This design comes from an exercise in tuning for small area, a short achievable clock period and few clock cycles on the open sky130 flow, not from production work.
Function was checked by simulation only, so behaviour that the tests miss may differ from the original.
Power is estimated from default activity; no workload was simulated.

== run C ==
==> flow/design.v (excerpt) <==
module wasm_module_stream_parser #(
  parameter int LENGTH_BITS = wmsp_pkg::LENGTH_BITS_DEF
) (
  input  logic        clk,
  input  logic        rst_n,
  input  logic        in_valid,
  output logic        in_ready,
  input  logic [7:0]  in_data,
  output logic        out_valid,
  input  logic        out_ready,
  output logic [3:0]  out_event,
  output logic [7:0]  out_section_id,
  output logic [31:0] out_entry_index,
  output logic [7:0]  out_kind,
  output logic [63:0] out_value,
  output logic        out_last,
  input  logic        cfg_valid,
  output logic        cfg_ready,
  input  logic [31:0] cfg_module_length
);
  typedef enum logic [4:0] {
    S_DONE   = 5'b00000, S_HDR    = 5'b00001, S_SECID  = 5'b00010, S_SKIP   = 5'b00011,
    S_TFORM  = 5'b00100, S_TPAR   = 5'b00101, S_TRES   = 5'b00110, S_ENAME  = 5'b00111,
    S_LTYPE  = 5'b01000, S_CBYTE  = 5'b01001, S_EKIND  = 5'b01010, S_SKIPT  = 5'b01011,
    S_SECSIZE = 5'b10000, S_COUNT = 5'b10001, S_TNPAR  = 5'b10010, S_TNRES  = 5'b10011,
    S_FIDX   = 5'b10100, S_ELEN   = 5'b10101, S_EIDX   = 5'b10110, S_CSIZE  = 5'b10111,
    S_LCOUNT = 5'b11000, S_LN     = 5'b11001
  } st_t;
  localparam logic [2:0] X_NONE = 3'd0, X_T = 3'd1, X_F = 3'd2, X_X = 3'd3, X_B = 3'd4;
  localparam logic [1:0] V_HOLD = 2'd0, V_LEB = 2'd1, V_HDR = 2'd2, V_ZERO = 2'd3;
  logic        ib_v, ib1_v;
  logic [7:0]  ib_d, ib1_d;
  logic        cfg_pend_r, pend_end_r;
  logic        ov_r, olast_r, osec_r;
  logic [3:0]  oev_r;
  logic [2:0]  osel_r;
  logic [7:0]  okind_r;
  logic [63:0] oval_r;
  st_t         st_r;
  logic [8:0]  tk_r;                 
  logic        acc_nz_r, acc_hi_r;   
  logic [31:0] mlen_r;
  logic [31:0] rem_r, mrest_r, srest_r;
  logic        at_lim;               
  logic [31:0] ent_r, items_r;
  logic [7:0]  sec_r;
  logic [31:0] tl_r, fl_r, bl_r, x_r;
  logic        x_inc_r, bl_xtra_r;
  logic out_free, proc, work;
  assign out_free  = !ov_r || out_ready;
  assign in_ready  = !ib1_v;
  assign cfg_ready = !ib_v && !ib1_v;
  assign proc      = ib_v && out_free && !cfg_pend_r;
  assign work      = proc && (st_r != S_DONE);
  logic [7:0]  b;
  logic        leb_done, leb_ph;
  logic [63:0] v;
  logic        vz, v_hi;
  logic [32:0] sum;
  ...
For scale: about 450 flip-flops, roughly 170 I/O pins.
export LEC_CHECK = 0
export CAP_MARGIN = 20
export CORE_MARGIN = 2
export CORE_UTILIZATION = 40
export SLEW_MARGIN = 20
create_clock -name core_clock -period 13.5 [get_ports {clk}]
standard.sh (not shown) runs the stock make flow with config.mk's settings and CLKGATE_MAP_FILE= SYNTH_SCRIPT=/design/flow/synth_recipe.tcl, a recipe that flattens the netlist after the stock synthesis.
==> flow/flow/run.sh <==
#!/bin/bash
# Layout flow: the standard flow (standard synthesis, floorplan, power
# grid, placement, CTS, routing), with two changes to how cells are chosen:
#  - every input and output port still gets its own buffer, but a plain
#    sky130_fd_sc_hd__buf_1 instead of the default delay buffer;
#  - clock tree synthesis uses clkbuf_8 buffers and inserts no dummy loads.
# The constraints (constraint.sdc, clock period) are the standard flow's, unchanged.
# All of the make output goes to flow.log in this folder; each ORFS step
# also writes its own log under orfs/logs/.
set -euo pipefail
cd "$(dirname "$0")/.."
export BUFFER_PORTS_ARGS="-buffer_cell sky130_fd_sc_hd__buf_1"
export CTS_ARGS="-sink_clustering_enable -repair_clock_nets -dont_use_dummy_load -buf_list sky130_fd_sc_hd__clkbuf_8"
if ! bash standard.sh finish > flow.log 2>&1; then
  tail -n 40 flow.log
  exit 1
fi
Testbench counts of run C, summed over its fixed seeds: cycles 31,454.
Input-level comparison between run B and run C:
--- a/flow/design.v
+++ b/flow/design.v
@@ -44,28 +44,28 @@
   output logic [3:0]  out_event,
   output logic [7:0]  out_section_id,
   output logic [31:0] out_entry_index,
   output logic [7:0]  out_kind,
   output logic [63:0] out_value,
   output logic        out_last,
   input  logic        cfg_valid,
   output logic        cfg_ready,
   input  logic [31:0] cfg_module_length
 );
   typedef enum logic [4:0] {
-    S_DONE   = 5'b00000, S_HDR    = 5'b00001, S_SECID  = 5'b00010, S_SKIP   = 5'b00011,
-    S_TFORM  = 5'b00100, S_TPAR   = 5'b00101, S_TRES   = 5'b00110, S_ENAME  = 5'b00111,
-    S_LTYPE  = 5'b01000, S_CBYTE  = 5'b01001, S_EKIND  = 5'b01010, S_SKIPT  = 5'b01011,
-    S_SECSIZE = 5'b10000, S_COUNT = 5'b10001, S_TNPAR  = 5'b10010, S_TNRES  = 5'b10011,
-    S_FIDX   = 5'b10100, S_ELEN   = 5'b10101, S_EIDX   = 5'b10110, S_CSIZE  = 5'b10111,
-    S_LCOUNT = 5'b11000, S_LN     = 5'b11001
+    S_DONE   = 5'd0,  S_HDR    = 5'd1,  S_SECID  = 5'd2,  S_SECSIZE = 5'd3,
+    S_SKIP   = 5'd4,  S_COUNT  = 5'd5,  S_TFORM  = 5'd6,  S_TNPAR   = 5'd7,
+    S_TPAR   = 5'd8,  S_TNRES  = 5'd9,  S_TRES   = 5'd10, S_FIDX    = 5'd11,
+    S_ELEN   = 5'd12, S_ENAME  = 5'd13, S_EKIND  = 5'd14, S_EIDX    = 5'd15,
+    S_CSIZE  = 5'd16, S_LCOUNT = 5'd17, S_LN     = 5'd18, S_LTYPE   = 5'd19,
+    S_CBYTE  = 5'd20, S_SKIPT  = 5'd21
   } st_t;
   localparam logic [2:0] X_NONE = 3'd0, X_T = 3'd1, X_F = 3'd2, X_X = 3'd3, X_B = 3'd4;
   localparam logic [1:0] V_HOLD = 2'd0, V_LEB = 2'd1, V_HDR = 2'd2, V_ZERO = 2'd3;
   logic        ib_v, ib1_v;
   logic [7:0]  ib_d, ib1_d;
   logic        cfg_pend_r, pend_end_r;
   logic        ov_r, olast_r, osec_r;
   logic [3:0]  oev_r;
   logic [2:0]  osel_r;
   logic [7:0]  okind_r;
   logic [63:0] oval_r;
@@ -93,23 +93,26 @@
   logic        fits;
   logic        sk_t, sk_f, sk_e, sk_c;
   logic        ent_last, items_last, srest_z, mrest_z;
   assign b        = ib_d;
   logic [9:0]  k_r;                  
   always_comb begin
     k_r[0] = !tk_r[0];
     for (int g = 1; g < 9; g++) k_r[g] = tk_r[g-1] && !tk_r[g];
     k_r[9] = tk_r[8];
   end
   assign leb_done = !b[7] || tk_r[8] || at_lim;
-  assign leb_ph   = st_r[4];
+  assign leb_ph   = (st_r == S_SECSIZE) || (st_r == S_COUNT) || (st_r == S_TNPAR) ||
+                    (st_r == S_TNRES) || (st_r == S_FIDX) || (st_r == S_ELEN) ||
+                    (st_r == S_EIDX) || (st_r == S_CSIZE) || (st_r == S_LCOUNT) ||
+                    (st_r == S_LN);
   always_comb begin
     for (int g = 0; g < 9; g++) begin
       v[7*g +: 7] = tk_r[g] ? oval_r[7*g +: 7] : (b[6:0] & {7{k_r[g]}});
     end
     v[63] = tk_r[8] && b[0];
   end
   logic b_nz, b_hi;
   always_comb begin
     b_nz = tk_r[8] ? b[0] : (b[6:0] != 7'd0);
     b_hi = k_r[4] ? (b[6:4] != 3'd0) : tk_r[4] && b_nz;
   end
@@ -389,25 +392,28 @@
     if (proc || !ib_v) ib_d <= (proc && ib1_v) ? ib1_d : in_data;
     if (ib_v && !proc && !ib1_v) ib1_d <= in_data;
   end
   always_ff @(posedge clk) begin
     if (!rst_n) begin
       cfg_pend_r <= 1'b0;
     end else if (cfg_valid && cfg_ready || out_free) begin
       cfg_pend_r <= cfg_valid && cfg_ready;
     end
   end
   always_ff @(posedge clk) begin
-    if (!rst_n || out_free) begin
-      ov_r <= rst_n && (pend_end_r || (wk && e0_v));
-      pend_end_r <= rst_n && wk && e1_v;
+    if (!rst_n) begin
+      ov_r <= 1'b0;
+      pend_end_r <= 1'b0;
+    end else if (out_free) begin
+      ov_r <= pend_end_r || (wk && e0_v);
+      pend_end_r <= wk && e1_v;
     end
   end
   always_ff @(posedge clk) begin
     if (out_free && (pend_end_r || (wk && e0_v))) begin
       oev_r   <= pend_end_r ? wmsp_pkg::EV_END : e0_ev;
       osel_r  <= pend_end_r ? X_NONE : e0_sel;
       osec_r  <= !pend_end_r && e0_sec;
       olast_r <= pend_end_r || !e1_v;
     end
   end
   always_ff @(posedge clk) begin
@@ -428,24 +434,27 @@
   end
   always_ff @(posedge clk) begin
     if (out_free && (pend_end_r || (wk && st_r != S_LTYPE))) oval_r <= oval_d;
   end
   always_ff @(posedge clk) begin
     if (work && leb_ph) begin
       acc_nz_r <= (acc_nz_r && tk_r[0]) || b_nz;
       acc_hi_r <= v_hi;
     end
   end
   always_ff @(posedge clk) begin
-    if (!rst_n || (out_free && (cfg_pend_r || wk)))
-      st_r <= st_t'((cfg_pend_r ? ((rem_r == 32'd0) ? S_DONE : S_HDR) : st_n) & {5{rst_n}});
+    if (!rst_n) begin
+      st_r <= S_DONE;
+    end else if (out_free && (cfg_pend_r || wk)) begin
+      st_r <= cfg_pend_r ? ((rem_r == 32'd0) ? S_DONE : S_HDR) : st_n;
+    end
   end
   always_ff @(posedge clk) begin
     if (cfg_valid && cfg_ready || work) begin
       rem_r  <= (cfg_valid && cfg_ready) ? cfg_module_length : rem_n;
       at_lim <= (cfg_valid && cfg_ready) ? (cfg_module_length == 32'd1) : alim_n;
     end
   end
   always_ff @(posedge clk) begin
     if (restart) mlen_r <= rem_r;
     if (out_free && (cfg_pend_r || wk)) tk_r <= cfg_pend_r ? 9'd0 : k_n;
   end
==> comparison <==
From run C to run B, final routed DRC violation total did not move at all.
Going from run C to run B, final clock period utilization by the worst path dropped 0.56 points; ratio of total power to cell area has decreased; required time of the critical path now smaller; worst relative slew slack went down 2.1 points.
Diff run B and run C: post-route cell area higher in run B
Looking at first-pass GRT wire length, run B sits 4.1% above run C.
In the flow results for run B and run C, the relative contribution of the clock network to total power is larger on run B.
Total length of routed wires on run B is behind run C.
Testbench counts of run B, summed over its fixed seeds: cycles 31,454.

separate check: timing with driven ports:
The results above use ideal ports. As a check the final layouts listed here were re-extracted and re-timed, cells and wires unchanged. Step 1 assumes that a clkbuf_16 drives the clock port and a buf_2 every other input. Step 2 moves the port delays by t, midway between the first and last clock arrival at a register: inputs arrive t later, outputs are due t later. That takes back most of the time a late clock gives input paths. Slacks: ideal ports / drivers / drivers and shift; pairs: ideal ports / drivers.
run	shift t [ns]	setup WS [ns]	worst setup path after step 2	worst slew at a driven data input, ns
run C	0.699	7.906 / 7.906 / 7.906	register to register	0.04
run B	0.702	7.981 / 7.925 / 8.021	input to register	0.08
After both steps every run listed still meets setup and hold.
